From an optimization exercise on the open Yosys and OpenROAD flow, aimed at small area, a short achievable clock period and few clock cycles per item; shortcuts taken in it are not production practice. Only simulation tests tie the RTL to the original design; equivalence was not proved. Power is estimated from default activity; no workload was simulated.

## dual_mode_word_queue
module dual_mode_word_queue #(
  parameter int DEPTH      = 16,
  parameter int WORD_WIDTH = 32
) (
  input  logic                           clk,
  input  logic                           rst,
  input  logic                           cfg_we,
  input  logic [dmwq_pkg::CFG_IDX_W-1:0] cfg_index,
  input  logic [dmwq_pkg::CAP_W-1:0]     cfg_data,
  input  logic                           in_valid,
  output logic                           in_ready,
  input  logic [1:0]                     kind,
  input  logic [WORD_WIDTH-1:0]          data_word,
  input  logic [3:0]                     position,
  output logic                           out_valid,
  input  logic                           out_ready,
  output logic [2:0]                     status,
  output logic [WORD_WIDTH-1:0]          read_word,
  output logic [dmwq_pkg::CAP_W-1:0]     count,
  output logic                           full_res,
  output logic                           empty_res
);
  localparam int CW      = dmwq_pkg::CAP_W;
  localparam int AW      = $clog2(DEPTH);
  localparam int CAP_MAX = (DEPTH < (2 ** CW) - 1) ? DEPTH : (2 ** CW) - 1;
  logic          mode;
  logic [AW-1:0] capm1;
  logic [CW-1:0] front;
  logic [CW-1:0] wptr;
  logic [CW-1:0] elem_count;
  logic          clr;
  logic          full_f;
  logic          deq_f;
  logic          rearm_f;
  logic          cz_f;
  logic             p1_v;
  ...
Size: roughly 1400 cells after synthesis, roughly 640 flip-flops, roughly 94 I/O pins, about 24000 um^2 of cells after synthesis.
Settings: LEC_CHECK=0, ABC_CLOCK_PERIOD_IN_PS=2000, CAP_MARGIN=20, CORE_MARGIN=2, CORE_UTILIZATION=40, CTS_CLUSTER_DIAMETER=60, CTS_CLUSTER_SIZE=30, SETUP_SLACK_MARGIN=2.85, SLEW_MARGIN=20; clock period 5.0 ns.
run.sh (not shown) runs the stock make flow with config.mk's settings and CLKGATE_MAP_FILE= SYNTH_SCRIPT=/design/flow/synth_recipe.tcl, a recipe that flattens the netlist after the stock synthesis.
The first run went through all stages and came out clean.
Testbench counts at the start, summed over its fixed seeds: cycles 10,915, items 10,787.
Then changed:
--- a/flow/config.mk
+++ b/flow/config.mk
@@ -10,6 +10,6 @@
 export CORE_MARGIN = 2
 export CORE_UTILIZATION = 40
-export CTS_CLUSTER_DIAMETER = 60
-export CTS_CLUSTER_SIZE = 30
-export SETUP_SLACK_MARGIN = 2.85
+export SETUP_SLACK_MARGIN = 2.7
 export SLEW_MARGIN = 20
+export SYNTH_HIERARCHICAL = 1
+export SYNTH_MINIMUM_KEEP_SIZE = 0
Effect: The changed run passed the timing, DRC and antenna checks; area after synthesis came out higher by a few percent; total power came out higher by a few percent; combinational power came out lower by roughly a tenth; clock-buffer cell count came out higher by 37; critical path depth came out higher by 3; fmax came out lower by a few percent; cell area barely changes; clock power came out higher by roughly a tenth.
Then changed:
--- a/flow/config.mk
+++ b/flow/config.mk
@@ -10,5 +10,7 @@
 export CORE_MARGIN = 2
 export CORE_UTILIZATION = 40
-export SETUP_SLACK_MARGIN = 2.7
+export CTS_CLUSTER_DIAMETER = 60
+export CTS_CLUSTER_SIZE = 30
+export SETUP_SLACK_MARGIN = 2.75
 export SLEW_MARGIN = 20
 export SYNTH_HIERARCHICAL = 1
After rerunning: Non-clock buffer count is higher by 1; power is lower by 7.3%; global-route usage stays flat; clock power is lower by about 18%; first-iteration DRC count is higher by about 17%; cell area is lower by 1.4%; setup slack gets better by 0.013 ns; via count is about the same; sequential power stays flat.
Then changed:
--- a/flow/config.mk
+++ b/flow/config.mk
@@ -9,7 +9,5 @@
 export CAP_MARGIN = 20
 export CORE_MARGIN = 2
-export CORE_UTILIZATION = 40
-export CTS_CLUSTER_DIAMETER = 60
-export CTS_CLUSTER_SIZE = 30
+export CORE_UTILIZATION = 45
 export SETUP_SLACK_MARGIN = 2.75
 export SLEW_MARGIN = 20
Outcome:
- design area goes up by 1.6%
- critical path depth goes down by 1
- synthesized area is unchanged
- total power goes up by about 9%
- sequential share of layout area goes down by 1.0 points
- final cell count goes down by 3.4%
Then changed:
--- a/flow/config.mk
+++ b/flow/config.mk
@@ -9,5 +9,5 @@
 export CAP_MARGIN = 20
 export CORE_MARGIN = 2
-export CORE_UTILIZATION = 45
+export CORE_UTILIZATION = 50
 export SETUP_SLACK_MARGIN = 2.75
 export SLEW_MARGIN = 20
The changed run finished clean.
Wire length shrinks by a few percent.
Hold slack is worse by 0.0037 ns.
Cell count went down slightly.
First-iteration DRC count goes down by about a fifth.
Cell area barely changes.
Power rises slightly.
Die area went down by roughly a tenth.
Clock skew goes down by 0.0037 ns.
Worst setup slack improves by 0.014 ns.
Global-route usage grows by 2.7 points.
Sequential share of layout area barely changes.
Then changed:
--- a/flow/config.mk
+++ b/flow/config.mk
@@ -9,6 +9,6 @@
 export CAP_MARGIN = 20
 export CORE_MARGIN = 2
-export CORE_UTILIZATION = 50
-export SETUP_SLACK_MARGIN = 2.75
+export CORE_UTILIZATION = 40
+export SETUP_SLACK_MARGIN = 2.6
 export SLEW_MARGIN = 20
 export SYNTH_HIERARCHICAL = 1
Result: Die area came out higher by about 25%; sequential power barely changes; non-clock buffer count came out lower by 35; first-iteration DRC count came out higher by 52%; routed wire length came out higher by about 3.7%; final area came out lower by about 2.1%; synthesized cell count stays the same; utilization came out lower by 13 points; global-route usage came out lower by 4.8 points; clock-buffer cell count came out lower by 4.

---

== exp/umber ==
Starting RTL as in the previous note.
clock: 5.0 ns
lec_check: 0
abc_clock_period_in_ps: 2000
cap_margin: 20
core_margin: 2
core_utilization: 40
setup_slack_margin: 2.8
slew_margin: 20
synth_hierarchical: 1
synth_minimum_keep_size: 0
exp/umber finished every step from synthesis to the final layout, and the layout passed the timing, DRC and antenna checks.
Testbench counts of exp/umber, summed over its fixed seeds: cycles 10,915, items 10,787.
## Diff of input files: exp/fjord against exp/umber
- CTS_CLUSTER_DIAMETER newly set to 60
- CTS_CLUSTER_SIZE newly set to 30
- SYNTH_MINIMUM_KEEP_SIZE removed (was 0)
- SYNTH_HIERARCHICAL removed (was 1)
- SETUP_SLACK_MARGIN changed from 2.8 to 2.75
### Flow results
- exp/fjord has completed all stages; timing, DRC and antenna checks passed.
- Delta (exp/fjord minus exp/umber): count of clock-net buffers in the final layout decreased 36; synthesized cell count essentially unchanged; die footprint decreased 1300 µm².
- Per-instance average area after synthesis: exp/fjord lower than exp/umber
Edits applied to the flow inputs when going from exp/fjord to exp/violet:
- changing SETUP_SLACK_MARGIN from 2.75 to 2.8
### Flow results
Sum of routed wire segments on met1 (exp/violet vs. exp/fjord) increases slightly. exp/violet -> exp/fjord: mean area per synthesized cell flat. Total buffers and inverters traversed by the critical path was lower in exp/violet than in exp/fjord. From exp/fjord to exp/violet the numbers moved as follows: share of the core filled with cells has remained practically unchanged; count of sequential standard cells has remained practically unchanged. Per the comparison of exp/violet with exp/fjord, clock network power share increased 0.9 points, count of clock-buffer cells in the layout increased 1, final non-filler cell area flat, routability congestion estimate from global placement climbed about 2%. Share of post-route cells with drive strength above 1 was lower in exp/fjord than in exp/violet. Relative to exp/fjord, final critical-path share of the clock period decreased by 0.34 points in exp/violet.
The inputs of exp/juniper differ from those of exp/violet as listed below.
- SETUP_SLACK_MARGIN changed from 2.8 to 2.75
- CTS_CLUSTER_DIAMETER removed (was 60)
- CTS_CLUSTER_SIZE removed (was 30)
Results
- in_ready_r$_SDFF_PP0_ as the critical path launch point was reported by exp/violet, and read_word[28]$_DFFE_PP_ by exp/juniper.
- Of exp/violet and exp/juniper, the lower share of power burned in combinational logic belongs to exp/juniper.
- Fill cell instance count of the final layout sits lower in exp/juniper than in exp/violet.
- exp/juniper has total power above what exp/violet had.

## re-timing with driven ports
How much do the figures lean on ideal ports? The routed layouts below were timed once more, with nothing changed but the port constraints.
Step 1, drivers: a clkbuf_16 drives clk and a buf_2 each remaining input, both assumed.
Step 2 times the ports against the registers' clock, not the clock port: input delays grow and output delays shrink by t, the midpoint of the rising clock arrivals with the driver on.
a / b / c = ideal ports / drivers / drivers and shift; a / b = the first two.
run | t, ns | slack for setup (ns) | worst register clock-pin slew, ns | worst slew at a driven data input, ns
the first run of note 1 | 0.653 | 2.830 / 2.775 / 2.233 | 0.11 / 0.11 | 0.04
the second run of note 1 | 0.637 | 2.738 / 2.697 / 2.135 | 0.06 / 0.06 | 0.04
the third run of note 1 | 0.648 | 2.752 / 2.742 / 2.128 | 0.11 / 0.11 | 0.05
the fourth run of note 1 | 0.655 | 2.750 / 2.716 / 2.166 | 0.06 / 0.06 | 0.04
the fifth run of note 1 | 0.634 | 2.764 / 2.732 / 2.166 | 0.06 / 0.06 | 0.04
the sixth run of note 1 | 0.636 | 2.589 / 2.576 / 1.985 | 0.07 / 0.07 | 0.05
exp/umber | 0.688 | 2.762 / 2.700 / 2.226 | 0.07 / 0.07 | 0.05
exp/fjord | 0.656 | 2.782 / 2.727 / 2.153 | 0.11 / 0.11 | 0.05
exp/violet | 0.653 | 2.799 / 2.740 / 2.215 | 0.11 / 0.11 | 0.04
exp/juniper | 0.653 | 2.787 / 2.727 / 2.218 | 0.07 / 0.07 | 0.05
After both steps every run listed still meets setup and hold. The setup slack of exp/fjord, which loses most, moves by -0.055 ns with the drivers and by -0.629 ns with both steps.
